From an optimization exercise on the open Yosys and OpenROAD flow, aimed at small area; shortcuts taken in it are not production practice. At most, simulation tests tie the RTL to the original design; equivalence was not proved. For run 1, only the layout was checked, not whether the RTL still works. Power figures rest on the tool's default switching activity, not on a simulated workload.

**flow/config.mk**
```make
export PLATFORM = sky130hd
export DESIGN_NAME = pc_crtc_top
export DESIGN_NICKNAME = pc_crtc_top
export VERILOG_FILES = /design/flow/design.v
export SDC_FILE = /design/flow/constraint.sdc
export NUM_CORES = 4
export LEC_CHECK = 0
export CAP_MARGIN = 20
export CORE_MARGIN = 2
export CORE_UTILIZATION = 40
export SLEW_MARGIN = 20
```
**flow/constraint.sdc**
```tcl
create_clock -name core_clock -period 4.5 [get_ports {I_CLK}]
set_input_delay 0.9000 -clock core_clock [delete_from_list [all_inputs] [get_ports {I_CLK}]]
set_output_delay 0.9000 -clock core_clock [all_outputs]
set_load 0.01 [all_outputs]
```
**flow/run.sh**
```bash
#!/bin/bash
# synth_recipe.tcl (not shown) runs the flow's synth.tcl, then flattens the netlist and writes it again
# the make line also repeats each setting of config.mk as NAME=value (left out here)
make -C /OpenROAD-flow-scripts/flow DESIGN_CONFIG=/design/flow/config.mk WORK_HOME=/design/flow/orfs CLKGATE_MAP_FILE= SYNTH_SCRIPT=/design/flow/synth_recipe.tcl finish
```
**flow/design.v**
```verilog
package crtc_pkg;
   typedef logic [9:0]  hpos_t;
   typedef logic [9:0]  vpos_t;
   typedef logic [6:0]  col_t;
   typedef logic [3:0]  cline_t;
   typedef logic [4:0]  crow_t;
   typedef logic [14:0] vram_adr_t;
   typedef struct packed {
      logic   width80;
      cline_t lpc;
      col_t   xcurs;
      crow_t  ycurs;
   } crtc_cfg_t;
   typedef struct packed {
      hpos_t  hcnt;
      vpos_t  vcnt;
      logic   hdisp;
      logic   vdisp;
      logic   hsync;
      logic   vsync;
      cline_t cline;
      crow_t  crow;
      logic   line_end;
      logic   row_end;
      logic   frame_end;
   } beam_t;
   typedef struct packed {
      logic       we;
      col_t       adr;
      logic [7:0] data;
   } rowbuf_wr_t;
   typedef struct packed {
      logic dot;
      logic hsync;
      logic vsync;
   } pix_t;
endpackage
`timescale 1ns/1ns
module pc_crtc_top (
   input  logic                I_CLK,
   input  logic                I_RST,
   input  logic                port30_we,
   input  logic                crtc_we,
   input  logic                adr,
   input  logic [7:0]          data,
   input  logic [7:0]          ram_data,
   input  logic                busack,
   output crtc_pkg::vram_adr_t ram_adr,
   output logic                busreq,
   output logic [3:0]          vga_r,
   output logic [3:0]          vga_g,
   output logic [3:0]          vga_b,
   output logic                vga_hs,
   output logic                vga_vs
);
   logic       p30_we_q;
   logic       crtc_we_q;
   logic       busack_q;
   logic       adr_q;
   logic [7:0] data_q;
   logic [7:0] rdata;
   always_ff @(posedge I_CLK or posedge I_RST) begin
      if (I_RST) begin
         p30_we_q  <= 1'b0;
         crtc_we_q <= 1'b0;
         busack_q  <= 1'b0;
      end else begin
         p30_we_q  <= port30_we;
         crtc_we_q <= crtc_we;
         busack_q  <= busack;
      end
   end
   always_ff @(posedge I_CLK) begin
      adr_q  <= adr;
      data_q <= data;
      rdata  <= ram_data;
   end
   logic       cmd_we;
   logic       par_we;
   logic [2:0] seq_q;
   logic       width80;
   logic [3:0] lpc;
   logic [6:0] xcurs;
   logic [4:0] ycurs;
   assign cmd_we = crtc_we_q && adr_q;
   assign par_we = crtc_we_q && !adr_q;
   always_ff @(posedge I_CLK or posedge I_RST) begin
      if (I_RST) begin
         seq_q   <= 3'd0;
         width80 <= 1'b0;
         lpc     <= 4'd9;
         xcurs   <= 7'd0;
         ycurs   <= 5'd0;
      end else begin
         if (p30_we_q)
            width80 <= data_q[0];
         if (cmd_we) begin
            if (data_q == 8'h00)
               seq_q <= 3'd5;
            if (data_q == 8'h80)
               ycurs <= 5'd31;
            if (data_q == 8'h81)
               seq_q <= 3'd7;
         end
         if (par_we) begin
            if (seq_q == 3'd3)
               lpc <= data_q[3:0];
            if (seq_q == 3'd7)
               xcurs <= data_q[6:0];
            if (seq_q == 3'd6)
               ycurs <= data_q[4:0];
            if (seq_q != 3'd0)
               seq_q <= (seq_q == 3'd6) ? 3'd0 : seq_q - 3'd1;
         end
      end
   end
   logic [9:0] hcnt_q;
   logic [9:0] vcnt_q;
   logic [3:0] cline_q;
   logic [4:0] crow_q;
   logic       line_end;
   logic       row_end;
   logic       frame_end;
   logic       hdisp;
   logic       vdisp;
   always_ff @(posedge I_CLK or posedge I_RST) begin
      if (I_RST) begin
         hcnt_q <= '0;
         vcnt_q <= '0;
      end else if (hcnt_q == 10'd800 - 10'd1) begin
         hcnt_q <= '0;
         vcnt_q <= (vcnt_q == 10'd525 - 10'd1) ? '0 : vcnt_q + 10'd1;
      end else begin
         hcnt_q <= hcnt_q + 10'd1;
      end
   end
   assign line_end  = (hcnt_q == 10'd640 - 10'd1);
   assign frame_end = line_end && (vcnt_q == 10'd525 - 10'd1);
   assign row_end   = line_end && vcnt_q[0] && (cline_q == lpc);
   assign hdisp     = (hcnt_q < 10'd640);
   assign vdisp     = (vcnt_q < 10'd400);
   always_ff @(posedge I_CLK or posedge I_RST) begin
      if (I_RST) begin
         cline_q <= '0;
         crow_q  <= '0;
      end else begin
         if (frame_end || row_end)
            cline_q <= '0;
         else if (line_end && vcnt_q[0])
            cline_q <= cline_q + 4'd1;
         if (frame_end)
            crow_q <= '0;
         else if (row_end)
            crow_q <= crow_q + 5'd1;
      end
   end
   logic [11:0] base_q;
   logic [6:0]  count_q;
   logic        xfer;
   assign xfer = busreq && busack_q;
   always_ff @(posedge I_CLK or posedge I_RST) begin
      if (I_RST) begin
         busreq  <= 1'b0;
         count_q <= '0;
         base_q  <= 12'(15'h7300 >> 3);
      end else if (frame_end) begin
         busreq  <= 1'b1;
         count_q <= '0;
         base_q  <= 12'(15'h7300 >> 3);
      end else if (row_end) begin
         busreq  <= 1'b1;
         count_q <= '0;
         base_q  <= base_q + 12'(15'd120 >> 3);
      end else if (xfer) begin
         count_q <= count_q + 7'd1;
         if (count_q == 7'd80 - 7'd1)
            busreq <= 1'b0;
      end
   end
   assign ram_adr = {base_q + {8'd0, count_q[6:3]}, count_q[2:0]};
   logic       early_now;
   logic       ins_v;
   logic       ins_early;
   logic [5:0] ins_g;
   logic       pend_v;
   logic [5:0] pend_g;
   logic [7:0] wd;
   assign early_now = xfer && (count_q[0] != hcnt_q[0]);
   always_ff @(posedge I_CLK or posedge I_RST) begin
      if (I_RST) begin
         ins_v  <= 1'b0;
         pend_v <= 1'b0;
      end else begin
         ins_v  <= early_now || pend_v;
         pend_v <= xfer && !early_now;
      end
   end
   always_ff @(posedge I_CLK) begin
      ins_early <= early_now;
      ins_g     <= early_now ? count_q[6:1] : pend_g;
      pend_g    <= count_q[6:1];
   end
   assign wd = ins_early ? ram_data : rdata;
   logic [39:0][7:0] rx;
   logic [39:0][7:0] ry;
   for (genvar g = 0; g < 40; g++) begin : g_ring
      always_ff @(posedge I_CLK) begin
         rx[g] <= (ins_v && ins_g == 6'(g)) ? wd : ry[g];
         ry[g] <= rx[g];
      end
   end
   logic [6:0] col_q;
   logic [7:0] xbyte;
   logic       bypass;
   logic [1:0] nib_sel;
   logic       rd_at3;
   logic       rd_at4;
   logic       rd_l;
   logic       rd_r;
   assign xbyte   = rx[col_q[6:1]];
   assign bypass  = (hcnt_q[2:0] == 3'd4) && ins_v && !ins_early && !col_q[0] && (ins_g == col_q[6:1]);
   assign nib_sel = cline_q[2:1];
   assign rd_at3  = (hcnt_q[2:0] == 3'd3) && !col_q[0];
   assign rd_at4  = (hcnt_q[2:0] == 3'd4) && (col_q[0] || bypass);
   always_ff @(posedge I_CLK) begin
      if (rd_at3 || rd_at4) begin
         rd_l <= bypass ? rdata[{1'b0, nib_sel}] : xbyte[{1'b0, nib_sel}];
         rd_r <= bypass ? rdata[{1'b1, nib_sel}] : xbyte[{1'b1, nib_sel}];
      end
   end
   logic       load;
   logic       shift_en;
   logic       show;
   logic       dot_a;
   logic       dot_b;
   logic [1:0] dot_n;
   logic       curs_q;
   logic       pix_dot;
   assign load     = (hcnt_q[2:0] == 3'd6) && (width80 || !hcnt_q[3]);
   assign shift_en = width80 || !hcnt_q[0];
   assign show     = hdisp && vdisp;
   always_ff @(posedge I_CLK or posedge I_RST) begin
      if (I_RST)
         col_q <= '0;
      else if (line_end)
         col_q <= '0;
      else if (load && hdisp)
         col_q <= col_q + 7'd1;
   end
   always_ff @(posedge I_CLK or posedge I_RST) begin
      if (I_RST) begin
         dot_a  <= 1'b0;
         dot_b  <= 1'b0;
         dot_n  <= 2'd0;
         curs_q <= 1'b0;
      end else if (load) begin
         dot_a  <= show && !cline_q[3] && rd_l;
         dot_b  <= show && !cline_q[3] && rd_r;
         dot_n  <= 2'd0;
         curs_q <= show && (col_q == xcurs) && (crow_q == ycurs);
      end else if (shift_en) begin
         dot_n <= dot_n + 2'd1;
         if (dot_n == 2'd3) begin
            dot_a <= dot_b;
            dot_b <= 1'b0;
         end
      end
   end
   logic lum_q;
   logic started;
   logic hd8;
   logic vs_low;
   assign hd8 = (hcnt_q >= 10'd8) && (hcnt_q < 10'd640 + 10'd8);
   always_ff @(posedge I_CLK or posedge I_RST) begin
      if (I_RST) begin
         pix_dot <= 1'b0;
         lum_q   <= 1'b0;
         started <= 1'b0;
      end else begin
         pix_dot <= dot_a ^ curs_q;
         lum_q   <= pix_dot && hd8 && vdisp;
         if (hcnt_q == 10'd8)
            started <= 1'b1;
      end
   end
   assign vga_r = {4{lum_q}};
   assign vga_g = {4{lum_q}};
   assign vga_b = {4{lum_q}};
   assign vs_low = (hcnt_q >= 10'd9) ?
                   (vcnt_q == 10'd490 || vcnt_q == 10'd490 + 10'd1) :
                   (vcnt_q == 10'd490 + 10'd1 || vcnt_q == 10'd492);
   assign vga_hs = started &&
                   !(hcnt_q >= 10'd656 + 10'd9 && hcnt_q < 10'd752 + 10'd9);
   assign vga_vs = started && !vs_low;
endmodule
```
==> results.txt, run 1 <==
GPL Wtd Cong -> 0.842
Largest net degree at the start of global routing -> 51
Pins Over Slew Limit -> 0
Largest family of logic cells by synthesized area -> simple AND/OR/NAND/NOR gates
First-pass GRT wire length -> 90400 µm
Startpoint Class -> flip-flop
Routed Wire Length -> 56700 µm
Placement Cell Area -> 26000 µm²
Total track usage -> 0.180
CTS Hold Bufs -> 0
Via Count -> 15600
Max IR drop VDD -> 0.321 mV
Post-synthesis mux area share -> 0.0929
Final period util -> 0.934
Setup repair bufs after CTS -> 0
Reg2reg setup slack -> 1.13 ns
Core ar. -> 61600 µm²
Status -> complete, no violations
Comb pwr share -> 0.077
Via-to-Cell Ratio -> 4.98
Synth Area in Compound Gates -> 0.0966
CTS max path bufs -> 3
EDFF count, synth -> 2
Syn Inst Count -> 2221
Switching power -> 3.60 mW
H-tree Lvls -> 3
FF+latch count, synth -> 761
Min Tclk post-route -> 4.20 ns
Synthesized cell area -> 24900 µm²
Syn Nets -> 2265
CP top delay family -> simple AND/OR/NAND/NOR gates
FF-to-FF End -> rd_l$_DFFE_PP_
Commonest non-fill, non-tap cell in the layout -> dfxtp_1
Vias in the first global route -> 15900
HP Start -> rx[283]$_DFF_P_
Sequential area share after synthesis -> 0.631
Root Buffer -> clkbuf_16
Slew headroom -> 0.312
Yosys warnings -> 1
Die Span X -> 253 µm
# clock sinks -> 761
Worst Setup End Kind -> output port
Row cnt -> 91
DR DRC count -> 0
Slew at the pin closest to its max-slew limit -> 1.02 ns
Most frequent CP cell -> a21oi_1
Critical-path top delay cell -> clkdlybuf4s50_1
Hold EP -> ry[283]$_DFF_P_
Adder-Cell Fraction of Synth Area -> 0.0114
Async S/R FF share, synth -> 0.117
# IOs -> 52
WS Path Type -> flip-flop to output port
Setup TNS -> 0 ns
Switch share -> 0.244
Fmax -> 0.238 GHz
Initial antenna violation count -> 1
Synth cell types -> 72
Pleak -> 13.0 nW
# diodes -> 0
Area Overhead vs Synth -> 15.2%
Final Util -> 0.465
Largest stage delay, worst path -> 0.59 ns
Remaining antenna violation count -> 0
Final Power -> 14.8 mW
Initial Util -> 0.404
Worst skew pair latency -> 0.63 ns
R2R depth -> 7
Clock Skew -> 0.0224 ns
Drt first pass iters -> 5
CP Max Fanout -> 7
Crit-path cells -> or2_1, or4_1, a21oi_1, nor3_1, a21oi_1, o22ai_1, a41oi_1, clkdlybuf4s50_1
Share of layout cells above drive strength 1 -> 0.117
Simple-Gate Fraction of Synth Area -> 0.108
Most frequent cells in the layout -> 670 x dfxtp_1, 286 x nand2_1, 228 x o21ai_0
Die ar. -> 64200 µm²
Worst path arrival time -> 3.30 ns
Critical path buffers and inverters -> 1
Port-buffer cells -> 51
RSZ-0062 raised after global routing -> false
Final hold violation count -> 0
Grt ovf -> 0
P_int -> 11.2 mW
Worst Hold Class -> flip-flop to flip-flop
Fillers -> 5598
RR Startpoint -> col_q[1]$_DFFE_PP0P_
CTS buffer count -> 77
Chip Height -> 253 µm
Clock share of power -> 0.433
DR iter-0 viols -> 965
Cell Pwr Density -> 516 nW/µm²
XOR/XNOR Fraction of Synth Area -> 0.0264
Top_reg_cell synth -> dfxtp_1
Endpoints failing setup -> 0
WP data required -> 3.60 ns
Final Instance Area -> 28700 µm²
Hold path depth -> 0
Routed WL per cell -> 18.1 µm
Post-CTS resize count -> 0
Placed Cells -> 2992
CTS tree -> yes
Non-filler instance count after layout -> 3133
DPL Wire Length -> 37000 µm
Clock Pin Slew Worst Setup and Hold Paths -> 0.06 ns
Nets -> 2279
Reg power frac -> 0.490
Syn_area_per_cell -> 11.2 µm²
Max-Cap Viols -> 0
cell usage after synthesis (28+ instances only):
cell | number | area [µm²]
mux4_2 | 43 | 968
o21ai_0 | 228 | 1140
xor2_1 | 47 | 412
dfrtp_1 | 82 | 2050
dfxtp_1 | 670 | 13400
nor2_1 | 188 | 706
a21oi_1 | 148 | 741
clkbuf_1 | 94 | 353
mux2_2 | 31 | 349
mux2i_1 | 52 | 521
nand2_1 | 286 | 1070
xnor2_1 | 28 | 245
layer usage:
| layer | up-vias | GRT usage | wire length (µm) |
|---|---|---|---|
| met1 | 7613 | 0.247 | 26900 |
| met2 | 307 | 0.295 | 26500 |
| li1 | 7610 | - | - |
| met5 | - | 0 | 0 |
| met3 | 74 | 0.0291 | 2290 |
| met4 | 0 | 0.0490 | 1050 |
worst max path at each step:
stage | end | slack, ns | cells past startpoint | startpoint
2_1_floorplan | base_q[0]$_DFFE_PP0N_ | 1.30 | 1 | I_RST
3_3_place_gp | vga_vs | 0.84 | 8 | hcnt_q[7]$_DFF_PP0_
3_5_place_dp | vga_vs | 0.92 | 8 | hcnt_q[7]$_DFF_PP0_
4_1_cts | vga_vs | 0.25 | 8 | hcnt_q[7]$_DFF_PP0_
5_1_grt | vga_vs | 0.03 | 8 | hcnt_q[7]$_DFF_PP0_
6_report | vga_vs | 0.30 | 8 | hcnt_q[7]$_DFF_PP0_
kinds of logic after synthesis:
family	Yosys count
adder cells (fa/ha/maj)	22
buffers and inverters	169
AND/OR/NAND/NOR	610
multiplexers	144
flip-flops	761
AO/OA/AOI/OAI	440
XOR/XNOR	75
layout make-up:
class                   instances  area, µm²  share of cell area
clock inverters                30        322              0.0112
flip-flops and latches        761      15700               0.549
inverters                      25       95.1             0.00332
multi-input cells            1291       8460               0.295
well taps                     837       1050              0.0366
repair buffers                 79        753              0.0263
clock buffers                 110       2250              0.0786
power by group through the flow:
stage	registers, mW	clock network, mW	logic [mW]
floorplan	7.09	0	1.15
global placement	7.39	0	1.12
detailed placement	7.40	0	1.14
CTS	7.25	6.51	1.14
global route	7.28	6.80	1.23
finish	7.25	6.40	1.14
per-stage QoR:
step	hold slack (ns)	worst slack (ns)
after floorplan	0.323	1.30
after global placement	0.328	0.843
after detailed placement	0.329	0.920
after CTS	0.332	0.252
after global routing	0.347	0.0327
final	0.339	0.297
sequential cells by signal (all words and copies together) (netlist names), 8 cells and up:
signal,flops
base_q,12
data_q,8
hcnt_q,10
rdata,8
rx,320
ry,320
vcnt_q,10
==> run 2: changes to the inputs <==
--- a/flow/design.v
+++ b/flow/design.v
@@ -212,18 +212,16 @@
    logic [6:0] col_q;
-   logic [7:0] xbyte;
+   logic [7:0] rbyte;
    logic       bypass;
+   logic [7:0] rsel;
    logic [1:0] nib_sel;
-   logic       rd_at3;
-   logic       rd_at4;
    logic       rd_l;
    logic       rd_r;
-   assign xbyte   = rx[col_q[6:1]];
-   assign bypass  = (hcnt_q[2:0] == 3'd4) && ins_v && !ins_early && !col_q[0] && (ins_g == col_q[6:1]);
+   assign rbyte   = col_q[0] ? rx[col_q[6:1]] : ry[col_q[6:1]];
+   assign bypass  = ins_v && !ins_early && !col_q[0] && (ins_g == col_q[6:1]);
+   assign rsel    = bypass ? rdata : rbyte;
    assign nib_sel = cline_q[2:1];
-   assign rd_at3  = (hcnt_q[2:0] == 3'd3) && !col_q[0];
-   assign rd_at4  = (hcnt_q[2:0] == 3'd4) && (col_q[0] || bypass);
    always_ff @(posedge I_CLK) begin
-      if (rd_at3 || rd_at4) begin
-         rd_l <= bypass ? rdata[{1'b0, nib_sel}] : xbyte[{1'b0, nib_sel}];
-         rd_r <= bypass ? rdata[{1'b1, nib_sel}] : xbyte[{1'b1, nib_sel}];
+      if (hcnt_q[2:0] == 3'd4) begin
+         rd_l <= rsel[{1'b0, nib_sel}];
+         rd_r <= rsel[{1'b1, nib_sel}];
       end
==> run 2 against run 1 <==
Critical path depth is 1 lower. Total power grew 12%. Cell count increased by 7.3%. Setup slack improved by 0.24 ns. Non-clock buffer count is 21 higher. Design area increased by 9.2%. Routed wire length up 20%. Synthesized cell count rose by 8.5%. Critical endpoint unchanged. Largest power group unchanged.
==> results.txt, run 2 <==
Setup TNS -> 0 ns (unchanged)
Die ar. -> 70700 µm² (was 64200 µm²)
Fmax -> 0.253 GHz (was 0.238 GHz)
Biggest area consumer among synthesized cells -> dfxtp_1 (unchanged)
CTS buffer count -> 78 (was 77)
CTS Hold Bufs -> 0 (unchanged)
Commonest cells in the synthesized netlist -> 670 x dfxtp_1, 284 x nand2_1, 230 x o21ai_0, 195 x nor2_1, 151 x a21oi_1 (was 670 x dfxtp_1, 286 x nand2_1, 228 x o21ai_0, 188 x nor2_1, 148 x a21oi_1)
Commonest non-fill, non-tap cell in the layout -> dfxtp_1 (unchanged)
DR iter-0 viols -> 1307 (was 965)
Total track usage -> 0.195 (was 0.180)
Remaining antenna violation count -> 0 (unchanged)
Worst path arrival time -> 3.06 ns (was 3.30 ns)
GPL Wtd Cong -> 0.863 (was 0.842)
Max-Cap Viols -> 0 (unchanged)
DPL Wire Length -> 44700 µm (was 37000 µm)
Drt first pass iters -> 6 (was 5)
Synth cell types -> 74 (was 72)
CP Launch Point -> hcnt_q[5]$_DFF_PP0_ (was hcnt_q[7]$_DFF_PP0_)
Startpoint Class -> flip-flop (unchanged)
Synthesized cell area -> 27400 µm² (was 24900 µm²)
Final period util -> 0.880 (was 0.934)
Final hold violation count -> 0 (unchanged)
Clock Pin Slew Worst Setup and Hold Paths -> 0.06 ns (about the same)
Count leader, synth -> dfxtp_1 (unchanged)
FF+latch count, synth -> 761 (unchanged)
# IOs -> 52 (unchanged)
Status -> complete, no violations (unchanged)
Syn Inst Count -> 2410 (was 2221)
Fillers -> 6124 (was 5598)
CP Max Fanout -> 6 (was 7)
Grt ovf -> 0 (unchanged)
Yosys warnings -> 1 (unchanged)
Clock Skew -> 0.0273 ns (was 0.0224 ns)
Switch share -> 0.265 (was 0.244)
Port-buffer cells -> 51 (unchanged)
Register area -> 15700 µm² (about the same)
Sequential area share after synthesis -> 0.573 (was 0.631)
Post-synth top area share -> 0.489 (was 0.539)
Core ar. -> 68200 µm² (was 61600 µm²)
CTS tree -> yes (unchanged)
Pleak -> 13.6 nW (was 13.0 nW)
HP Start -> rx[134]$_DFF_P_ (was rx[283]$_DFF_P_)
Cell Pwr Density -> 531 nW/µm² (was 516 nW/µm²)
Row cnt -> 96 (was 91)
Die Span X -> 266 µm (was 253 µm)
Pins Over Slew Limit -> 0 (unchanged)
Root Buffer -> clkbuf_16 (unchanged)
P_int -> 12.2 mW (was 11.2 mW)
First-pass GRT wire length -> 107000 µm (was 90400 µm)
Final Util -> 0.459 (was 0.465)
Largest net degree at the start of global routing -> 54 (was 51)
Nets -> 2463 (was 2279)
Async S/R FF share, synth -> 0.117 (unchanged)
Top_reg_cell synth -> dfxtp_1 (unchanged)
Critical path buffers and inverters -> 1 (unchanged)
Reg power frac -> 0.434 (was 0.490)
Clock share of power -> 0.394 (was 0.433)
CTS max path bufs -> 3 (unchanged)
RSZ-0062 raised after global routing -> false (unchanged)
Largest stage delay, worst path -> 0.57 ns (was 0.59 ns)
Most frequent cells in the layout -> 670 x dfxtp_1, 284 x nand2_1, 230 x o21ai_0 (was 670 x dfxtp_1, 286 x nand2_1, 228 x o21ai_0)
Worst Hold Class -> flip-flop to flip-flop (unchanged)
DR DRC count -> 0 (unchanged)
Initial antenna violation count -> 0 (was 1)
Multi-input gate area -> 10900 µm² (was 8460 µm²)
Syn Nets -> 2453 (was 2265)
Critical-path top delay cell -> clkdlybuf4s50_1 (unchanged)
Worst Setup End Kind -> output port (unchanged)
Post-CTS resize count -> 0 (unchanged)
Max IR drop VDD -> 0.281 mV (was 0.321 mV)
# clock sinks -> 761 (unchanged)
Via-to-Cell Ratio -> 5.32 (was 4.98)
Vias in the first global route -> 18400 (was 15900)
Comb pwr share -> 0.172 (was 0.077)
Slew headroom -> 0.381 (was 0.312)
Top Registers -> rx x320, ry x320, base_q x12 (unchanged)
Hold_ws -> 0.336 ns (was 0.339 ns)
Syn_area_per_cell -> 11.4 µm² (was 11.2 µm²)
Setup repair bufs after CTS -> 0 (unchanged)
Chip Height -> 266 µm (was 253 µm)
Switching power -> 4.41 mW (was 3.60 mW)
Slew at the pin closest to its max-slew limit -> 0.909 ns (was 1.02 ns)
Via Count -> 17900 (was 15600)
H-tree Lvls -> 3 (unchanged)
WP data required -> 3.60 ns (about the same)
EDFF count, synth -> 2 (unchanged)
Routed WL per cell -> 20.2 µm (was 18.1 µm)
Share of layout cells above drive strength 1 -> 0.153 (was 0.117)
Min Tclk post-route -> 3.96 ns (was 4.20 ns)
Synth top area cells -> dfxtp_1 49%, mux4_2 11%, dfrtp_1 7.5%, o21ai_0 4.2%, nand2_1 3.9% (was dfxtp_1 54%, dfrtp_1 8.2%, o21ai_0 4.6%, nand2_1 4.3%, mux4_2 3.9%)
Endpoints failing setup -> 0 (unchanged)
Crit-path cells -> or3_1, or3_1, o21bai_1, o32a_1, o22ai_1, a41oi_1, clkdlybuf4s50_1 (was or2_1, or4_1, a21oi_1, nor3_1, a21oi_1, o22ai_1, a41oi_1, clkdlybuf4s50_1)
CP top delay family -> simple AND/OR/NAND/NOR gates (unchanged)
RR Startpoint -> col_q[2]$_DFFE_PP0P_ (was col_q[1]$_DFFE_PP0P_)
Worst skew pair latency -> 0.63 ns (about the same)
Most frequent CP cell -> or3_1 (was a21oi_1)
WS Path Type -> flip-flop to output port (unchanged)
Initial Util -> 0.402 (was 0.404)
Routed Wire Length -> 68000 µm (was 56700 µm)
Area Overhead vs Synth -> 14.1% (was 15.2%)
# diodes -> 0 (unchanged)
-- run 2: layer usage --
| metal | part of all wire | GRT usage | vias up |
|---|---|---|---|
| met4 | 0.022 | 0.0613 | 0 |
| met2 | 0.47 | 0.319 | 459 |
| met5 | 0 | 0 | - |
| met3 | 0.064 | 0.0374 | 106 |
| li1 | - | - | 8504 |
| met1 | 0.44 | 0.262 | 8803 |
-- run 2: final cells by class --
type                    instances  area share
repair buffers                100      0.0291
inverters                      20     0.00244
multi-input cells            1459       0.347
clock inverters                29     0.00992
clock buffers                 110      0.0740
well taps                     882      0.0353
flip-flops and latches        761       0.502
-- run 2: final timing paths --
| check | slack [ns] | cells past startpoint | end |
|---|---|---|---|
| setup / recovery | 0.54 | 7 | vga_vs |
| hold / removal | 0.34 | 0 | ry[134]$_DFF_P_ |
| setup reg to reg | 1.14 | 8 | rd_l$_DFFE_PN_ |
| hold reg to reg | 0.34 | 0 | ry[134]$_DFF_P_ |
| max in group asynchronous | 2.85 | 3 | base_q[11]$_DFFE_PP1N_ |
| min in group asynchronous | 0.75 | 2 | cline_q[1]$_DFFE_PP0P_ |
-- run 2: cells by family (layout without fill, tap and decap cells) --
logic type / Yosys count / in the layout / share of synthesized area
and+or+nand+nor: 653 / 653 / 0.103
buffers and inverters: 190 / 259 / 0.0362
AOI/OAI and AO/OA: 483 / 483 / 0.0995
adders and majority gates: 21 / 21 / 0.00985
DFF: 761 / 761 / 0.573
muxes: 227 / 227 / 0.154
xor gates and xnor gates: 75 / 75 / 0.0239
-- run 2: power groups by stage --
stage          Sequential, mW  Clock (mW)  Combinational, mW
2_1_floorplan            7.11           0               2.41
4_1_cts                  7.22        6.70               2.88
6_report                 7.21        6.55               2.86
5_1_grt                  7.24        6.98               3.06
3_3_place_gp             7.36           0               2.85
3_5_place_dp             7.36           0               2.87
-- run 2: stage by stage --
| step | setup slack, ns | instances | power [mW] | instance area [µm²] |
|---|---|---|---|---|
| after CTS | 0.501 | 3361 | 16.8 | 31300 |
| after floorplan | 1.30 | 2410 | 9.52 | 27400 |
| after global routing | 0.258 | 3361 | 17.3 | 31300 |
| after detailed placement | 1.13 | 3222 | 10.2 | 28700 |
| after global placement | 1.11 | 3220 | 10.2 | 28600 |
| final | 0.542 | 3361 | 16.6 | 31300 |
==> run 3: changes to the inputs <==
--- a/flow/design.v
+++ b/flow/design.v
@@ -180,31 +180,44 @@
    assign ram_adr = {base_q + {8'd0, count_q[6:3]}, count_q[2:0]};
-   logic       early_now;
-   logic       ins_v;
-   logic       ins_early;
-   logic [5:0] ins_g;
-   logic       pend_v;
-   logic [5:0] pend_g;
-   logic [7:0] wd;
-   assign early_now = xfer && (count_q[0] != hcnt_q[0]);
+   logic [4:1]      p_v;
+   logic [4:1][6:0] p_col;
+   logic [7:0]      rdata_d1;
+   logic [7:0]      rdata_d2;
+   logic [4:1]      hit;
+   logic            ins_v;
+   logic [4:0]      ins_g;
+   logic [7:0]      wd;
    always_ff @(posedge I_CLK or posedge I_RST) begin
-      if (I_RST) begin
-         ins_v  <= 1'b0;
-         pend_v <= 1'b0;
-      end else begin
-         ins_v  <= early_now || pend_v;
-         pend_v <= xfer && !early_now;
-      end
+      if (I_RST)
+         p_v <= '0;
+      else
+         p_v <= {p_v[3:1], xfer};
    end
    always_ff @(posedge I_CLK) begin
-      ins_early <= early_now;
-      ins_g     <= early_now ? count_q[6:1] : pend_g;
-      pend_g    <= count_q[6:1];
+      p_col    <= {p_col[3:1], count_q};
+      rdata_d1 <= rdata;
+      rdata_d2 <= rdata_d1;
+   end
+   for (genvar a = 1; a <= 4; a++) begin : g_hit
+      assign hit[a] = p_v[a] && (p_col[a][1:0] == hcnt_q[1:0]);
+   end
+   always_comb begin
+      ins_v = |hit;
+      ins_g = 5'd0;
+      wd    = 8'd0;
+      for (int a = 1; a <= 4; a++) begin
+         ins_g = ins_g | ({5{hit[a]}} & p_col[a][6:2]);
+      end
+      wd = ({8{hit[1]}} & ram_data) | ({8{hit[2]}} & rdata) |
+           ({8{hit[3]}} & rdata_d1) | ({8{hit[4]}} & rdata_d2);
    end
-   assign wd = ins_early ? ram_data : rdata;
-   logic [39:0][7:0] rx;
-   logic [39:0][7:0] ry;
-   for (genvar g = 0; g < 40; g++) begin : g_ring
+   logic [19:0][7:0] rs0;
+   logic [19:0][7:0] rs1;
+   logic [19:0][7:0] rs2;
+   logic [19:0][7:0] rs3;
+   for (genvar g = 0; g < 20; g++) begin : g_ring
       always_ff @(posedge I_CLK) begin
-         rx[g] <= (ins_v && ins_g == 6'(g)) ? wd : ry[g];
-         ry[g] <= rx[g];
+         rs3[g] <= (ins_v && ins_g == 5'(g)) ? wd : rs0[g];
+         rs2[g] <= rs3[g];
+         rs1[g] <= rs2[g];
+         rs0[g] <= rs1[g];
       end
@@ -212,16 +225,22 @@
    logic [6:0] col_q;
-   logic [7:0] rbyte;
-   logic       bypass;
-   logic [7:0] rsel;
+   logic [7:0] xbyte;
    logic [1:0] nib_sel;
+   logic [2:0] rd_ph;
+   logic       rd_take;
+   logic       rd_snoop;
    logic       rd_l;
    logic       rd_r;
-   assign rbyte   = col_q[0] ? rx[col_q[6:1]] : ry[col_q[6:1]];
-   assign bypass  = ins_v && !ins_early && !col_q[0] && (ins_g == col_q[6:1]);
-   assign rsel    = bypass ? rdata : rbyte;
-   assign nib_sel = cline_q[2:1];
+   assign xbyte    = rs3[col_q[6:2]];
+   assign nib_sel  = cline_q[2:1];
+   assign rd_ph    = {1'b0, col_q[1:0]} + 3'd1;
+   assign rd_take  = (hcnt_q[2:0] == rd_ph);
+   assign rd_snoop = (hcnt_q[2:0] > rd_ph) && (hcnt_q[2:0] <= 3'd4) &&
+                     p_v[2] && (p_col[2] == col_q);
    always_ff @(posedge I_CLK) begin
-      if (hcnt_q[2:0] == 3'd4) begin
-         rd_l <= rsel[{1'b0, nib_sel}];
-         rd_r <= rsel[{1'b1, nib_sel}];
+      if (rd_take) begin
+         rd_l <= xbyte[{1'b0, nib_sel}];
+         rd_r <= xbyte[{1'b1, nib_sel}];
+      end else if (rd_snoop) begin
+         rd_l <= rdata[{1'b0, nib_sel}];
+         rd_r <= rdata[{1'b1, nib_sel}];
       end
==> run 3 against run 2 <==
Still clean on timing, DRC and antenna. Total power is 11% lower. Sequential cell count is 33 higher. Routed wire length is 33% lower. Count of clock-buffer cells in the layout is 7 lower. Sequential share of layout area is 10 points higher. Hold slack worse by 0.018 ns. Cell count is 24% lower. Critical path type unchanged. Largest cell class unchanged.
==> results.txt, run 3 <==
Status -> complete, no violations (unchanged)
Routed Wire Length -> 45700 µm (was 68000 µm)
# IOs -> 52 (unchanged)
Setup repair bufs after CTS -> 0 (unchanged)
Largest net degree at the start of global routing -> 50 (was 54)
Count leader, synth -> dfxtp_1 (unchanged)
DR iter-0 viols -> 683 (was 1307)
Core ar. -> 57400 µm² (was 68200 µm²)
Clock Pin Slew Worst Setup and Hold Paths -> 0.06 ns (about the same)
Placement Cell Area -> 24400 µm² (was 28700 µm²)
Fmax -> 0.248 GHz (was 0.253 GHz)
Clock Skew -> 0.0199 ns (was 0.0273 ns)
Comb pwr share -> 0.052 (was 0.172)
Share of layout cells above drive strength 1 -> 0.212 (was 0.153)
Final period util -> 0.897 (was 0.880)
Final hold violation count -> 0 (unchanged)
Switching power -> 3.31 mW (was 4.41 mW)
Reg2reg setup slack -> 1.02 ns (was 1.14 ns)
Chip Height -> 244 µm (was 266 µm)
FF+latch count, synth -> 794 (was 761)
Setup TNS -> 0 ns (unchanged)
Via-to-Cell Ratio -> 4.74 (was 5.32)
Post-synth top area share -> 0.608 (was 0.489)
Total track usage -> 0.155 (was 0.195)
Die ar. -> 59700 µm² (was 70700 µm²)
Clock share of power -> 0.449 (was 0.394)
Hold EP -> rs0[122]$_DFF_P_ (was ry[134]$_DFF_P_)
Pins Over Slew Limit -> 0 (unchanged)
P_int -> 11.4 mW (was 12.2 mW)
Final Util -> 0.472 (was 0.459)
GPL Wtd Cong -> 0.840 (was 0.863)
CTS tree -> yes (unchanged)
Critical path buffers and inverters -> 1 (unchanged)
WS Path Type -> flip-flop to output port (unchanged)
Synthesized cell area -> 23100 µm² (was 27400 µm²)
Yosys warnings -> 1 (unchanged)
Remaining antenna violation count -> 0 (unchanged)
Placement Setup Slack -> 0.973 ns (was 1.13 ns)
Slew at the pin closest to its max-slew limit -> 1.10 ns (was 0.909 ns)
Port-buffer cells -> 51 (unchanged)
Post-CTS resize count -> 0 (unchanged)
WP data required -> 3.60 ns (about the same)
R2R depth -> 6 (was 8)
Metal-1 WL -> 21800 µm (was 30000 µm)
Simple-Gate Fraction of Synth Area -> 0.0643 (was 0.103)
H-tree Lvls -> 3 (unchanged)
Critical-path top delay cell -> clkdlybuf4s50_1 (unchanged)
Worst path arrival time -> 3.14 ns (was 3.06 ns)
Switch share -> 0.224 (was 0.265)
Pleak -> 11.2 nW (was 13.6 nW)
Nets -> 1780 (was 2463)
Syn_area_per_cell -> 14.0 µm² (was 11.4 µm²)
CTS Hold Bufs -> 0 (unchanged)
Most frequent cells in the layout -> 701 x dfxtp_1, 168 x mux2_2, 83 x dfrtp_1 (was 670 x dfxtp_1, 284 x nand2_1, 230 x o21ai_0)
Startpoint Class -> flip-flop (unchanged)
Worst Hold Class -> flip-flop to flip-flop (unchanged)
Top_reg_cell synth -> dfxtp_1 (unchanged)
Non-filler instance count after layout -> 2561 (was 3361)
Routed WL per cell -> 17.8 µm (was 20.2 µm)
Met3 WL -> 1820 µm (was 4320 µm)
# diodes -> 0 (unchanged)
Hold path depth -> 0 (unchanged)
Root Buffer -> clkbuf_16 (unchanged)
Commonest non-fill, non-tap cell in the layout -> dfxtp_1 (unchanged)
Grt ovf -> 0 (unchanged)
Initial Util -> 0.403 (was 0.402)
Worst skew pair latency -> 0.61 ns (was 0.63 ns)
Post-synthesis mux area share -> 0.126 (was 0.154)
CTS buffer count -> 78 (unchanged)
Initial antenna violation count -> 0 (unchanged)
Worst Setup End Kind -> output port (unchanged)
DPL Wire Length -> 29000 µm (was 44700 µm)
Drt first pass iters -> 5 (was 6)
Syn Inst Count -> 1654 (was 2410)
Placed Cells -> 2419 (was 3222)
Max-Cap Viols -> 0 (unchanged)
CP Launch Point -> hcnt_q[7]$_DFF_PP0_ (was hcnt_q[5]$_DFF_PP0_)
Commonest cells in the synthesized netlist -> 701 x dfxtp_1, 168 x mux2_2, 84 x dfrtp_1, 69 x nand2_1, 65 x nor2_1 (was 670 x dfxtp_1, 284 x nand2_1, 230 x o21ai_0, 195 x nor2_1, 151 x a21oi_1)
Synth top area cells -> dfxtp_1 61%, dfrtp_1 9.1%, mux2_2 8.2%, mux4_2 2.7%, xor2_1 1.8% (was dfxtp_1 49%, mux4_2 11%, dfrtp_1 7.5%, o21ai_0 4.2%, nand2_1 3.9%)
Vias in the first global route -> 12500 (was 18400)
Row cnt -> 88 (was 96)
Die Span X -> 244 µm (was 266 µm)
Async S/R FF share, synth -> 0.115 (was 0.117)
Endpoints failing setup -> 0 (unchanged)
Sequential area share after synthesis -> 0.709 (was 0.573)
Area Overhead vs Synth -> 17.3% (was 14.1%)
Reg power frac -> 0.499 (was 0.434)
Most frequent CP cell -> a21boi_0 (was or3_1)
Largest family of logic cells by synthesized area -> multiplexers (unchanged)
Detailed route wirelength on metal2 -> 20800 µm (was 32200 µm)
Syn Nets -> 1700 (was 2453)
Biggest area consumer among synthesized cells -> dfxtp_1 (unchanged)
Setup WS post-layout -> 0.461 ns (was 0.542 ns)
CP Max Fanout -> 9 (was 6)
EDFF count, synth -> 2 (unchanged)
RR Startpoint -> hcnt_q[1]$_DFF_PP0_ (was col_q[2]$_DFFE_PP0P_)
DR DRC count -> 0 (unchanged)
Final Instance Area -> 27100 µm² (was 31300 µm²)
RSZ-0062 raised after global routing -> false (unchanged)
Via Count -> 12100 (was 17900)
CTS max path bufs -> 3 (unchanged)
Synth cell types -> 63 (was 74)
Min Tclk post-route -> 4.04 ns (was 3.96 ns)
Cell Pwr Density -> 545 nW/µm² (was 531 nW/µm²)
Max IR drop VDD -> 0.289 mV (was 0.281 mV)
Slew headroom -> 0.263 (was 0.381)
Largest stage delay, worst path -> 0.56 ns (was 0.57 ns)
FF-to-FF End -> rs3[30]$_DFF_P_ (was rd_l$_DFFE_PN_)
CP top delay family -> simple AND/OR/NAND/NOR gates (unchanged)
Top sig layer -> met4 (unchanged)
# clock sinks -> 794 (was 761)
First-pass GRT wire length -> 71900 µm (was 107000 µm)
Crit-path cells -> or2_2, nor4_1, a21oi_1, a21boi_0, o21ai_0, a21boi_0, clkdlybuf4s50_1 (was or3_1, or3_1, o21bai_1, o32a_1, o22ai_1, a41oi_1, clkdlybuf4s50_1)
Adder-Cell Fraction of Synth Area -> 0.0133 (was 0.00985)
HP Start -> rs1[122]$_DFF_P_ (was rx[134]$_DFF_P_)
Synth Area in Compound Gates -> 0.0359 (was 0.0995)
XOR/XNOR Fraction of Synth Area -> 0.0311 (was 0.0239)
-- run 3: cell count changes in the layout (fill, tap and decap cells not counted), sizes merged, moves of 11 or more --
cell / delta
a21oi: -122
a22oi: -14
buf: -22
dfxtp: +31
mux2: +161
mux2i: -32
mux4: -123
nand2: -215
nor2: -127
nor2b: -12
nor3: -11
o21ai: -202
-- run 3: how the worst max path moves through the flow --
stage / slack (ns) / depth (start not counted) / endpoint
after global routing: 0.25 / 7 / vga_vs
after CTS: 0.48 / 7 / vga_vs
after detailed placement: 0.97 / 6 / rs3[30]$_DFF_P_
final: 0.46 / 7 / vga_vs
after floorplan: 1.25 / 1 / base_q[0]$_DFFE_PP0N_
after global placement: 1.14 / 6 / rs3[145]$_DFF_P_
-- run 3: metrics by stage --
step,total power [mW],hold WS [ns]
6_report,14.8,0.318
5_1_grt,15.3,0.326
4_1_cts,14.9,0.321
3_5_place_dp,8.31,0.312
3_3_place_gp,8.29,0.310
2_1_floorplan,8.04,0.310
-- run 3: cell type report --
cell class	count	area, µm²
fillers	4889	30300
clock inverters	39	424
inverters	26	100
multi-input cells	756	6250
well taps	765	957
repair buffers	78	713
clock buffers	103	2260
flip-flops and latches	794	16400
-- run 3: cells by family (layout without fill, tap and decap cells) --
family / Yosys count / after routing
multiplexers: 233 / 233
XOR/XNOR: 82 / 82
AO/OA/AOI/OAI: 128 / 128
AND/OR/NAND/NOR: 289 / 289
buffers and inverters: 104 / 246
adder cells (fa/ha/maj): 24 / 24
flip-flops: 794 / 794
-- run 3: power groups by stage --
| stage | combinational [mW] | clock, mW | sequential (mW) |
|---|---|---|---|
| 2_1_floorplan | 0.651 | 0 | 7.39 |
| 3_3_place_gp | 0.771 | 0 | 7.52 |
| 4_1_cts | 0.786 | 6.76 | 7.37 |
| 3_5_place_dp | 0.783 | 0 | 7.52 |
| 6_report | 0.772 | 6.62 | 7.37 |
| 5_1_grt | 0.850 | 7.04 | 7.39 |
-- run 3: routing by layer --
metal  global-route usage  vias to the layer above
li1                     -                     5827
met1                0.210                     5982
met2                0.246                      249
met3               0.0280                       79
met4               0.0617                        0
met5                    0                        -
-- run 3: worst register-to-register path, delay by kind of cell, from the launching register on --
kind | cells | cell delay [ns]
XOR/XNOR | 1 | 0.42
multiplexers | 1 | 0.42
AND/OR/NAND/NOR | 4 | 1.88
flip-flops | 1 | 0.63
==> run 4: changes to the inputs <==
--- a/flow/config.mk
+++ b/flow/config.mk
@@ -9,3 +9,6 @@
 export CORE_MARGIN = 2
-export CORE_UTILIZATION = 40
+export CORE_UTILIZATION = 60
+export CTS_BUF_LIST = sky130_fd_sc_hd__clkbuf_4
+export CTS_CLUSTER_DIAMETER = 35
+export CTS_CLUSTER_SIZE = 10
 export SLEW_MARGIN = 20
==> run 4 against run 3 <==
Global-route usage is 7.0 points higher. Register-to-register slack better by 0.08 ns. Still clean. Die area is 33% lower. Via count is 0.47% lower. Non-clock buffer count is 3 lower. Total power is 16% lower. Clock skew is 0.048 ns higher. Sequential share of layout area is 3.7 points higher. First-iteration DRC count is 21% lower. Clock power is 37% lower.
==> results.txt, run 4 <==
DR iter-0 viols -> 538 (was 683)
# clock sinks -> 794 (unchanged)
Syn_area_per_cell -> 14.0 µm² (unchanged)
Die ar. -> 40100 µm² (was 59700 µm²)
Worst Hold Class -> flip-flop to flip-flop (unchanged)
Port-buffer cells -> 51 (unchanged)
Die Span X -> 200 µm (was 244 µm)
Cell Pwr Density -> 484 nW/µm² (was 545 nW/µm²)
Switching power -> 2.90 mW (was 3.31 mW)
Slew at the pin closest to its max-slew limit -> 1.10 ns (about the same)
Initial Util -> 0.612 (was 0.403)
Remaining antenna violation count -> 0 (unchanged)
Multi-input gate area -> 6250 µm² (unchanged)
First-pass GRT wire length -> 69900 µm (was 71900 µm)
Synthesized cell area -> 23100 µm² (unchanged)
EDFF count, synth -> 2 (unchanged)
DR DRC count -> 0 (unchanged)
FF+latch count, synth -> 794 (unchanged)
Max IR drop VDD -> 0.287 mV (was 0.289 mV)
CP top delay family -> compound AO/OA/AOI/OAI gates (was simple AND/OR/NAND/NOR gates)
CTS Hold Bufs -> 0 (unchanged)
Crit-path cells -> inv_1, ha_1, nand2b_1, o21ai_0, a21oi_1, a21boi_0, o21ai_0, a21boi_1, clkdlybuf4s50_1 (was or2_2, nor4_1, a21oi_1, a21boi_0, o21ai_0, a21boi_0, clkdlybuf4s50_1)
Clock Pin Slew Worst Setup and Hold Paths -> 0.10 ns (was 0.06 ns)
Top_reg_cell synth -> dfxtp_1 (unchanged)
Synth top area cells -> dfxtp_1 61%, dfrtp_1 9.1%, mux2_2 8.2%, mux4_2 2.7%, xor2_1 1.8% (unchanged)
Startpoint Class -> flip-flop (unchanged)
Chip Height -> 200 µm (was 244 µm)
Pleak -> 10.7 nW (was 11.2 nW)
Status -> complete, no violations (unchanged)
Clock Skew -> 0.0682 ns (was 0.0199 ns)
Setup TNS -> 0 ns (unchanged)
Syn Inst Count -> 1654 (unchanged)
CTS max path bufs -> 3 (unchanged)
CTS buffer count -> 105 (was 78)
Pins Over Slew Limit -> 0 (unchanged)
WP data required -> 3.60 ns (about the same)
Comb pwr share -> 0.060 (was 0.052)
Biggest area consumer among synthesized cells -> dfxtp_1 (unchanged)
Fmax -> 0.242 GHz (was 0.248 GHz)
Commonest cells in the synthesized netlist -> 701 x dfxtp_1, 168 x mux2_2, 84 x dfrtp_1, 69 x nand2_1, 65 x nor2_1 (unchanged)
Most frequent CP cell -> o21ai_0 (was a21boi_0)
Largest stage delay, worst path -> 0.58 ns (was 0.56 ns)
# IOs -> 52 (unchanged)
Final period util -> 0.920 (was 0.897)
Count leader, synth -> dfxtp_1 (unchanged)
Critical path buffers and inverters -> 2 (was 1)
Endpoints failing setup -> 0 (unchanged)
Worst skew pair latency -> 0.85 ns (was 0.61 ns)
Nets -> 1804 (was 1780)
Largest net degree at the start of global routing -> 72 (was 50)
Max-Cap Viols -> 0 (unchanged)
Setup repair bufs after CTS -> 0 (unchanged)
Row cnt -> 71 (was 88)
Critical-path top delay cell -> clkdlybuf4s50_1 (unchanged)
Final Util -> 0.676 (was 0.472)
Routed Wire Length -> 44000 µm (was 45700 µm)
WS Path Type -> flip-flop to output port (unchanged)
P_int -> 9.44 mW (was 11.4 mW)
Switch share -> 0.235 (was 0.224)
Total track usage -> 0.225 (was 0.155)
Initial antenna violation count -> 1 (was 0)
Grt ovf -> 0 (unchanged)
Fillers -> 2836 (was 4889)
Clock share of power -> 0.341 (was 0.449)
Commonest non-fill, non-tap cell in the layout -> dfxtp_1 (unchanged)
DPL Wire Length -> 28300 µm (was 29000 µm)
CP Max Fanout -> 12 (was 9)
Async S/R FF share, synth -> 0.115 (unchanged)
Worst Setup End Kind -> output port (unchanged)
Vias in the first global route -> 12500 (about the same)
H-tree Lvls -> 3 (unchanged)
Worst path arrival time -> 3.24 ns (was 3.14 ns)
Via Count -> 12100 (about the same)
Routed WL per cell -> 18.8 µm (was 17.8 µm)
Synth cell types -> 63 (unchanged)
Slew headroom -> 0.263 (about the same)
Drt first pass iters -> 5 (unchanged)
Core ar. -> 37800 µm² (was 57400 µm²)
Yosys warnings -> 1 (unchanged)
Syn Nets -> 1700 (unchanged)
RSZ-0062 raised after global routing -> false (unchanged)
Final hold violation count -> 0 (unchanged)
CTS tree -> yes (unchanged)
Area Overhead vs Synth -> 10.5% (was 17.3%)
Sequential area share after synthesis -> 0.709 (unchanged)
Register area -> 16400 µm² (about the same)
Most frequent cells in the layout -> 701 x dfxtp_1, 168 x mux2_2, 125 x clkbuf_4 (was 701 x dfxtp_1, 168 x mux2_2, 83 x dfrtp_1)
Share of layout cells above drive strength 1 -> 0.221 (was 0.212)
Min Tclk post-route -> 4.14 ns (was 4.04 ns)
Root Buffer -> clkbuf_4 (was clkbuf_16)
Post-synth top area share -> 0.608 (unchanged)
Reg power frac -> 0.599 (was 0.499)
Via-to-Cell Ratio -> 5.16 (was 4.74)
GPL Wtd Cong -> 0.847 (was 0.840)
Post-CTS resize count -> 1 (was 0)
## run 4: area by class of cell
class,instances,share of cell area
Antenna cell,2,0.000196
Clock buffer,125,0.0368
Clock inverter,53,0.0195
Inverter,26,0.00392
Multi-Input combinational cell,756,0.245
Sequential cell,794,0.642
Tap cell,511,0.0251
Timing Repair Buffer,75,0.0274
## run 4: cell families (layout without fill, tap and decap cells)
logic type | after synthesis | after routing | share of synthesized area
AND/OR/NAND/NOR | 289 | 289 | 0.0643
flip-flops | 794 | 794 | 0.709
buffers and inverters | 104 | 279 | 0.0200
XOR/XNOR | 82 | 82 | 0.0311
multiplexers | 233 | 233 | 0.126
AO/OA/AOI/OAI | 128 | 128 | 0.0359
other | 0 | 2 | 0
adder cells (fa/ha/maj) | 24 | 24 | 0.0133
## run 4: path summary, 6_finish.rpt
kind | to | slack, ns | from | cells past startpoint
worst max-delay path | vga_vs | 0.36 | hcnt_q[0]$_DFF_PP0_ | 9
worst min-delay path | rs1[155]$_DFF_P_ | 0.31 | rs2[155]$_DFF_P_ | 0
worst max register to register | rs3[151]$_DFF_P_ | 1.10 | hcnt_q[0]$_DFF_PP0_ | 6
worst min register to register | rs1[155]$_DFF_P_ | 0.31 | rs2[155]$_DFF_P_ | 0
max in group asynchronous | base_q[6]$_DFFE_PP1N_ | 2.96 | I_RST | 3
min in group asynchronous | xcurs[0]$_DFFE_PP0P_ | 0.63 | I_RST | 2
## run 4: per-stage QoR
stage	total power, mW	std cells	instance area (µm²)	setup slack (ns)	hold WS (ns)
final	12.3	2342	25500	0.360	0.306
after global routing	12.9	2341	25500	0.0264	0.306
after CTS	12.5	2340	25500	0.0815	0.292
after detailed placement	8.32	2162	24100	0.910	0.312
after global placement	8.29	2161	24100	0.962	0.310
after floorplan	8.04	1654	23100	1.25	0.310
## run 4: power groups by stage
stage               combinational (mW)  clock [mW]  sequential, mW
floorplan                        0.651           0            7.39
global placement                 0.732           0            7.56
detailed placement               0.752           0            7.56
CTS                              0.755        4.34            7.40
global route                     0.809        4.65            7.42
finish                           0.744        4.20            7.39
## run 4: layer usage
layer	vias up	routed length, µm	GRT usage
met2	225	20300	0.353
li1	5913	-	-
met4	0	843	0.0736
met3	62	1690	0.0452
met5	-	0	0
met1	5880	21200	0.314
==> run 5: changes to the inputs <==
--- a/flow/config.mk
+++ b/flow/config.mk
@@ -10,5 +10,5 @@
 export CORE_UTILIZATION = 60
-export CTS_BUF_LIST = sky130_fd_sc_hd__clkbuf_4
-export CTS_CLUSTER_DIAMETER = 35
-export CTS_CLUSTER_SIZE = 10
+export CTS_BUF_LIST = sky130_fd_sc_hd__clkbuf_8
+export CTS_CLUSTER_DIAMETER = 50
+export CTS_CLUSTER_SIZE = 20
 export SLEW_MARGIN = 20
==> run 5 against run 4 <==
Routed wire length shrank 1.5%. Core utilization shrank 1.1 points. Critical path depth down 1. Register-to-register slack worse by 0.13 ns. Still clean. Cell count decreased by 4.2%. Synthesized cell count stayed put.
==> results.txt, run 5 <==
WP data required -> 3.60 ns (about the same)
Max-Cap Viols -> 0 (unchanged)
Crit-path cells -> inv_1, ha_1, o21ai_0, a21oi_1, a21boi_0, o21ai_0, a21boi_0, clkdlybuf4s50_1 (was inv_1, ha_1, nand2b_1, o21ai_0, a21oi_1, a21boi_0, o21ai_0, a21boi_1, clkdlybuf4s50_1)
Commonest non-fill, non-tap cell in the layout -> dfxtp_1 (unchanged)
Cell Pwr Density -> 466 nW/µm² (was 484 nW/µm²)
Chip Height -> 200 µm (unchanged)
CTS max path bufs -> 3 (unchanged)
Async S/R FF share, synth -> 0.115 (unchanged)
Post-synthesis mux area share -> 0.126 (unchanged)
Multi-input gate area -> 6250 µm² (unchanged)
Adder-Cell Fraction of Synth Area -> 0.0133 (unchanged)
Status -> complete, no violations (unchanged)
Critical-path top delay cell -> dfrtp_1 (was clkdlybuf4s50_1)
Via-to-Cell Ratio -> 5.23 (was 5.16)
Worst Setup End Kind -> output port (unchanged)
Syn Inst Count -> 1654 (unchanged)
Final hold violation count -> 0 (unchanged)
DR iter-0 viols -> 537 (was 538)
Pins Over Slew Limit -> 0 (unchanged)
Remaining antenna violation count -> 0 (unchanged)
Largest net degree at the start of global routing -> 72 (unchanged)
First-pass GRT wire length -> 68700 µm (was 69900 µm)
Worst Hold Class -> flip-flop to flip-flop (unchanged)
Synth cell types -> 63 (unchanged)
Hold path depth -> 0 (unchanged)
Synth Area in Compound Gates -> 0.0359 (unchanged)
R2R depth -> 6 (unchanged)
HP Start -> rs1[27]$_DFF_P_ (was rs2[155]$_DFF_P_)
Share of layout cells above drive strength 1 -> 0.183 (was 0.221)
Via Count -> 11700 (was 12100)
Final Instance Area -> 25100 µm² (was 25500 µm²)
Reg2reg setup slack -> 0.97 ns (was 1.10 ns)
EDFF count, synth -> 2 (unchanged)
Die ar. -> 40100 µm² (unchanged)
Count leader, synth -> dfxtp_1 (unchanged)
Core ar. -> 37800 µm² (unchanged)
Synth top area cells -> dfxtp_1 61%, dfrtp_1 9.1%, mux2_2 8.2%, mux4_2 2.7%, xor2_1 1.8% (unchanged)
Final period util -> 0.922 (was 0.920)
Grt ovf -> 0 (unchanged)
XOR/XNOR Fraction of Synth Area -> 0.0311 (unchanged)
Simple-Gate Fraction of Synth Area -> 0.0643 (unchanged)
FF+latch count, synth -> 794 (unchanged)
H-tree Lvls -> 2 (was 3)
Slew at the pin closest to its max-slew limit -> 1.15 ns (was 1.10 ns)
Hold_ws -> 0.322 ns (was 0.306 ns)
CTS tree -> yes (unchanged)
Drt first pass iters -> 4 (was 5)
Startpoint Class -> flip-flop (unchanged)
Area Overhead vs Synth -> 8.78% (was 10.5%)
Worst skew pair latency -> 0.67 ns (was 0.85 ns)
FF-to-FF End -> rs3[151]$_DFF_P_ (unchanged)
RSZ-0062 raised after global routing -> false (unchanged)
Root Buffer -> clkbuf_8 (was clkbuf_4)
WS Path Type -> flip-flop to output port (unchanged)
Initial Util -> 0.612 (unchanged)
# IOs -> 52 (unchanged)
Port-buffer cells -> 51 (unchanged)
Post-synth top area share -> 0.608 (unchanged)
Nets -> 1751 (was 1804)
Clock Skew -> 0.0291 ns (was 0.0682 ns)
Yosys warnings -> 1 (unchanged)
Largest stage delay, worst path -> 0.63 ns (was 0.58 ns)
Vias in the first global route -> 12100 (was 12500)
Register area -> 16400 µm² (about the same)
Initial antenna violation count -> 0 (was 1)
Setup TNS -> 0 ns (unchanged)
Row cnt -> 71 (unchanged)
Die Span X -> 200 µm (unchanged)
DPL Wire Length -> 28300 µm (unchanged)
RR Startpoint -> hcnt_q[1]$_DFF_PP0_ (was hcnt_q[0]$_DFF_PP0_)
Placement Cell Area -> 24100 µm² (unchanged)
Commonest cells in the synthesized netlist -> 701 x dfxtp_1, 168 x mux2_2, 84 x dfrtp_1, 69 x nand2_1, 65 x nor2_1 (unchanged)
Largest family of logic cells by synthesized area -> multiplexers (unchanged)
CTS Hold Bufs -> 0 (unchanged)
Setup repair bufs after CTS -> 0 (unchanged)
Slew headroom -> 0.228 (was 0.263)
Routed Wire Length -> 43400 µm (was 44000 µm)
Syn Nets -> 1700 (unchanged)
# diodes -> 0 (was 2)
Pleak -> 10.4 nW (was 10.7 nW)
Syn_area_per_cell -> 14.0 µm² (unchanged)
Sequential area share after synthesis -> 0.709 (unchanged)
DR DRC count -> 0 (unchanged)
GPL Wtd Cong -> 0.847 (unchanged)
Synthesized cell area -> 23100 µm² (unchanged)
Fmax -> 0.241 GHz (was 0.242 GHz)
# clock sinks -> 794 (unchanged)
Hold EP -> rs0[27]$_DFF_P_ (was rs1[155]$_DFF_P_)
CP Max Fanout -> 11 (was 12)
Fillers -> 2870 (was 2836)
Top_reg_cell synth -> dfxtp_1 (unchanged)
Worst path arrival time -> 3.25 ns (was 3.24 ns)
Post-CTS resize count -> 0 (was 1)
Routed WL per cell -> 19.3 µm (was 18.8 µm)
CTS buffer count -> 52 (was 105)
Biggest area consumer among synthesized cells -> dfxtp_1 (unchanged)
Most frequent cells in the layout -> 701 x dfxtp_1, 168 x mux2_2, 82 x dfrtp_1 (was 701 x dfxtp_1, 168 x mux2_2, 125 x clkbuf_4)
Max IR drop VDD -> 0.328 mV (was 0.287 mV)
Clock Pin Slew Worst Setup and Hold Paths -> 0.11 ns (was 0.10 ns)
Endpoints failing setup -> 0 (unchanged)
Min Tclk post-route -> 4.15 ns (was 4.14 ns)
Total track usage -> 0.221 (was 0.225)
==> run 5: cell counts after synthesis <==
No cell type changed its count.
==> run 5: area by class of cell <==
class | instances | share of cell area
inverters | 26 | 0.00398
clock inverters | 26 | 0.0110
multi-input cells | 756 | 0.249
repair buffers | 75 | 0.0278
flip-flops and latches | 794 | 0.652
clock buffers | 56 | 0.0307
well taps | 511 | 0.0255
==> run 5: worst max-delay path by stage <==
stage	from	to	slack [ns]	cells after the start
after floorplan	I_RST	base_q[0]$_DFFE_PP0N_	1.25	1
after global placement	hcnt_q[0]$_DFF_PP0_	vga_vs	0.96	9
after detailed placement	hcnt_q[0]$_DFF_PP0_	vga_vs	0.91	9
after CTS	hcnt_q[0]$_DFF_PP0_	vga_vs	0.14	9
after global routing	hcnt_q[1]$_DFF_PP0_	vga_vs	0.003	8
final	hcnt_q[1]$_DFF_PP0_	vga_vs	0.35	8
==> run 5: critical path: cells and delay by family (launching register included) <==
kind                     cells  cell delay (ns)
AO/OA/AOI/OAI                5             1.02
buffers and inverters        2             0.72
adder cells (fa/ha/maj)      1             0.21
flip-flops                   1             0.63
==> run 5: per-layer routing <==
| layer | track usage | vias to the layer above | part of all wire |
|---|---|---|---|
| li1 | - | 5721 | - |
| met1 | 0.314 | 5781 | 0.49 |
| met3 | 0.0410 | 71 | 0.034 |
| met5 | 0 | - | 0 |
| met4 | 0.0634 | 0 | 0.022 |
| met2 | 0.348 | 162 | 0.46 |
==> run 5: power by group <==
part           total (mW)  switching, mW  internal [mW]
Combinational       0.745          0.343          0.401
Sequential           7.40          0.228           7.17
Clock                3.56           2.18           1.38
==> run 5: metrics by stage <==
stage	utilization	std cells	total power [mW]	worst slack, ns
floorplan	-	1654	8.04	1.25
global placement	0.637	2161	8.29	0.962
detailed placement	0.638	2162	8.32	0.910
CTS	0.665	2244	11.8	0.139
global route	0.665	2244	12.2	0.00259
finish	0.665	2244	11.7	0.352
==> run 5: cells by family (layout without fill, tap and decap cells) <==
family	after synthesis	count (layout)
AO/OA/AOI/OAI	128	128
multiplexers	233	233
flip-flops	794	794
AND/OR/NAND/NOR	289	289
XOR/XNOR	82	82
adder cells (fa/ha/maj)	24	24
buffers and inverters	104	183
==> run 6: changes to the inputs <==
==> flow/flow/run.sh (new file) <==
#!/bin/bash
set -euo pipefail
export CTS_ARGS="-sink_clustering_enable -repair_clock_nets -sink_clustering_size 10 -sink_clustering_max_diameter 35 -buf_list sky130_fd_sc_hd__clkbuf_4 -dont_use_dummy_load"
bash standard.sh > standard_flow.log 2>&1
==> flow/standard.sh (new file) <==
#!/bin/bash
# synth_recipe.tcl (not shown) runs the flow's synth.tcl, then flattens the netlist and writes it again
# the make line also repeats each setting of config.mk as NAME=value (left out here)
make -C /OpenROAD-flow-scripts/flow DESIGN_CONFIG=/design/flow/config.mk WORK_HOME=/design/flow/orfs CLKGATE_MAP_FILE= SYNTH_SCRIPT=/design/flow/synth_recipe.tcl "${@:-finish}"
--- a/flow/config.mk
+++ b/flow/config.mk
@@ -10,5 +10,2 @@
 export CORE_UTILIZATION = 60
-export CTS_BUF_LIST = sky130_fd_sc_hd__clkbuf_8
-export CTS_CLUSTER_DIAMETER = 50
-export CTS_CLUSTER_SIZE = 20
 export SLEW_MARGIN = 20
removed: flow/run.sh
==> run 6 against run 5 <==
Still clean on timing, DRC and antenna. Core utilization decreased by 0.67 points. Area after synthesis unchanged. Critical path depth increased by 1. Fmax increased by 0.45%. Sequential power about the same. First-iteration DRC count decreased by 3.5%. Sequential share of layout area increased by 0.67 points. Via count increased by 2.4%.
==> results.txt, run 6 <==
Status -> complete, no violations (unchanged)
Initial antenna violation count -> 1 (was 0)
Setup TNS -> 0 ns (unchanged)
Sequential area share after synthesis -> 0.709 (unchanged)
Final period util -> 0.918 (was 0.922)
Commonest cells in the synthesized netlist -> 701 x dfxtp_1, 168 x mux2_2, 84 x dfrtp_1, 69 x nand2_1, 65 x nor2_1 (unchanged)
Reg power frac -> 0.656 (was 0.632)
Nets -> 1804 (was 1751)
Min Tclk post-route -> 4.13 ns (was 4.15 ns)
Routed Wire Length -> 43800 µm (was 43400 µm)
Max-Cap Viols -> 0 (unchanged)
Clock Skew -> 0.101 ns (was 0.0291 ns)
Area Overhead vs Synth -> 7.68% (was 8.78%)
Placed Cells -> 2162 (unchanged)
Row cnt -> 71 (unchanged)
WP data required -> 3.60 ns (about the same)
Via-to-Cell Ratio -> 5.30 (was 5.23)
# IOs -> 52 (unchanged)
Die ar. -> 40100 µm² (unchanged)
CP Max Fanout -> 12 (was 11)
Async S/R FF share, synth -> 0.115 (unchanged)
CTS max path bufs -> 3 (unchanged)
Non-filler instance count after layout -> 2268 (was 2244)
Switching power -> 2.62 mW (was 2.75 mW)
Commonest non-fill, non-tap cell in the layout -> dfxtp_1 (unchanged)
Fillers -> 2913 (was 2870)
Initial Util -> 0.612 (unchanged)
DR iter-0 viols -> 518 (was 537)
Port-buffer cells -> 51 (unchanged)
Worst skew pair latency -> 0.84 ns (was 0.67 ns)
Count leader, synth -> dfxtp_1 (unchanged)
CTS buffer count -> 105 (was 52)
Clock share of power -> 0.277 (was 0.304)
Syn Inst Count -> 1654 (unchanged)
Via Count -> 12000 (was 11700)
Cell Pwr Density -> 453 nW/µm² (was 466 nW/µm²)
Yosys warnings -> 1 (unchanged)
# clock sinks -> 794 (unchanged)
CTS tree -> yes (unchanged)
Pins Over Slew Limit -> 0 (unchanged)
Syn_area_per_cell -> 14.0 µm² (unchanged)
Worst path arrival time -> 3.23 ns (was 3.25 ns)
First-pass GRT wire length -> 69400 µm (was 68700 µm)
Core ar. -> 37800 µm² (unchanged)
DR DRC count -> 0 (unchanged)
GPL Wtd Cong -> 0.847 (unchanged)
Multi-input gate area -> 6250 µm² (unchanged)
Total track usage -> 0.223 (was 0.221)
Biggest area consumer among synthesized cells -> dfxtp_1 (unchanged)
Synthesized cell area -> 23100 µm² (unchanged)
Vias in the first global route -> 12500 (was 12100)
Slew headroom -> 0.266 (was 0.228)
EDFF count, synth -> 2 (unchanged)
Top_reg_cell synth -> dfxtp_1 (unchanged)
H-tree Lvls -> 3 (was 2)
P_int -> 8.64 mW (was 8.95 mW)
Comb pwr share -> 0.066 (was 0.064)
Most frequent cells in the layout -> 701 x dfxtp_1, 168 x mux2_2, 105 x clkbuf_4 (was 701 x dfxtp_1, 168 x mux2_2, 82 x dfrtp_1)
Chip Height -> 200 µm (unchanged)
Fmax -> 0.242 GHz (was 0.241 GHz)
Largest net degree at the start of global routing -> 72 (unchanged)
Endpoints failing setup -> 0 (unchanged)
DPL Wire Length -> 28300 µm (unchanged)
Remaining antenna violation count -> 0 (unchanged)
RSZ-0062 raised after global routing -> false (unchanged)
Slew at the pin closest to its max-slew limit -> 1.10 ns (was 1.15 ns)
Share of layout cells above drive strength 1 -> 0.199 (was 0.183)
Synth top area cells -> dfxtp_1 61%, dfrtp_1 9.1%, mux2_2 8.2%, mux4_2 2.7%, xor2_1 1.8% (unchanged)
Synth cell types -> 63 (unchanged)
Pleak -> 10.3 nW (was 10.4 nW)
WS Path Type -> flip-flop to output port (unchanged)
Final hold violation count -> 0 (unchanged)
Root Buffer -> clkbuf_4 (was clkbuf_8)
Startpoint Class -> flip-flop (unchanged)
Worst Setup End Kind -> output port (unchanged)
Register area -> 16400 µm² (about the same)
Max IR drop VDD -> 0.300 mV (was 0.328 mV)
Grt ovf -> 0 (unchanged)
FF+latch count, synth -> 794 (unchanged)
Drt first pass iters -> 4 (unchanged)
Post-synth top area share -> 0.608 (unchanged)
Worst Hold Class -> flip-flop to flip-flop (unchanged)
Routed WL per cell -> 19.3 µm (about the same)
Clock Pin Slew Worst Setup and Hold Paths -> 0.10 ns (was 0.11 ns)
Die Span X -> 200 µm (unchanged)
Syn Nets -> 1700 (unchanged)
Switch share -> 0.233 (was 0.235)
## run 6: cell counts after synthesis
Identical to the previous run, type by type.
## run 6: stage by stage
step	total power [mW]	worst slack, ns	hold WS (ns)	util	instance area (µm²)
after CTS	11.4	0.114	0.254	0.659	24900
after floorplan	8.04	1.25	0.310	-	23100
final	11.3	0.371	0.294	0.659	24900
after global routing	11.8	0.0565	0.273	0.659	24900
after detailed placement	8.32	0.910	0.312	0.638	24100
after global placement	8.29	0.962	0.310	0.637	24100
## run 6: cell type report
cell class,count,area share
Multi-Input combinational cell,756,0.251
Sequential cell,794,0.659
Inverter,26,0.00403
Tap cell,511,0.0257
Clock buffer,105,0.0317
Timing Repair Buffer,75,0.0281
Antenna cell,1,0.000101
## run 6: layer usage
metal	share of wire	GRT usage
met1	0.48	0.314
met2	0.46	0.350
met3	0.036	0.0454
met4	0.025	0.0722
met5	0	0
## run 6: worst paths after layout
| kind | startpoint | end | slack [ns] | cells after the start |
|---|---|---|---|---|
| worst min register to register | rs1[138]$_DFF_P_ | rs0[138]$_DFF_P_ | 0.29 | 0 |
| worst max-delay path | hcnt_q[0]$_DFF_PP0_ | vga_vs | 0.37 | 9 |
| min in group asynchronous | I_RST | seq_q[2]$_DFF_PP0_ | 0.64 | 2 |
| max in group asynchronous | I_RST | base_q[6]$_DFFE_PP1N_ | 2.90 | 3 |
| worst min-delay path | rs1[138]$_DFF_P_ | rs0[138]$_DFF_P_ | 0.29 | 0 |
| worst max register to register | hcnt_q[0]$_DFF_PP0_ | rs3[149]$_DFF_P_ | 1.11 | 6 |
## run 6: cell families after synthesis
logic type	after synthesis	synth area share
AND/OR/NAND/NOR	289	0.0643
buffers and inverters	104	0.0200
multiplexers	233	0.126
AO/OA/AOI/OAI	128	0.0359
XOR/XNOR	82	0.0311
flip-flops	794	0.709
adder cells (fa/ha/maj)	24	0.0133
## run 6: power by group through the flow
| stage | Combinational, mW | Sequential, mW | Clock [mW] |
|---|---|---|---|
| global placement | 0.732 | 7.56 | 0 |
| detailed placement | 0.752 | 7.56 | 0 |
| floorplan | 0.651 | 7.39 | 0 |
| global route | 0.809 | 7.42 | 3.54 |
| CTS | 0.754 | 7.40 | 3.25 |
| finish | 0.744 | 7.39 | 3.13 |
## run 6: what timing repair did
item,CTS,global route
endpoints found under the setup margin,1,1
hold buffers,0,0
pin swaps,0,0
buffers inserted,0,0
gates resized for setup,1,2
## run 6: critical path: stages (launching register included)
cell and delay (ns):
dfrtp_2 0.53, inv_1 0.15, ha_1 0.15, nand2b_1 0.08, o21ai_0 0.31, a21oi_1 0.11
a21boi_0 0.18, o21ai_0 0.10, a21boi_1 0.24, clkdlybuf4s50_1 0.58

Setup slack of run 6, layout unchanged: 0.371 ns with ideal ports, 0.324 ns with driving cells assumed (clock clkbuf_16, inputs buf_2), 1.110 ns with port delays also shifted by the 0.832 ns mid clock arrival.
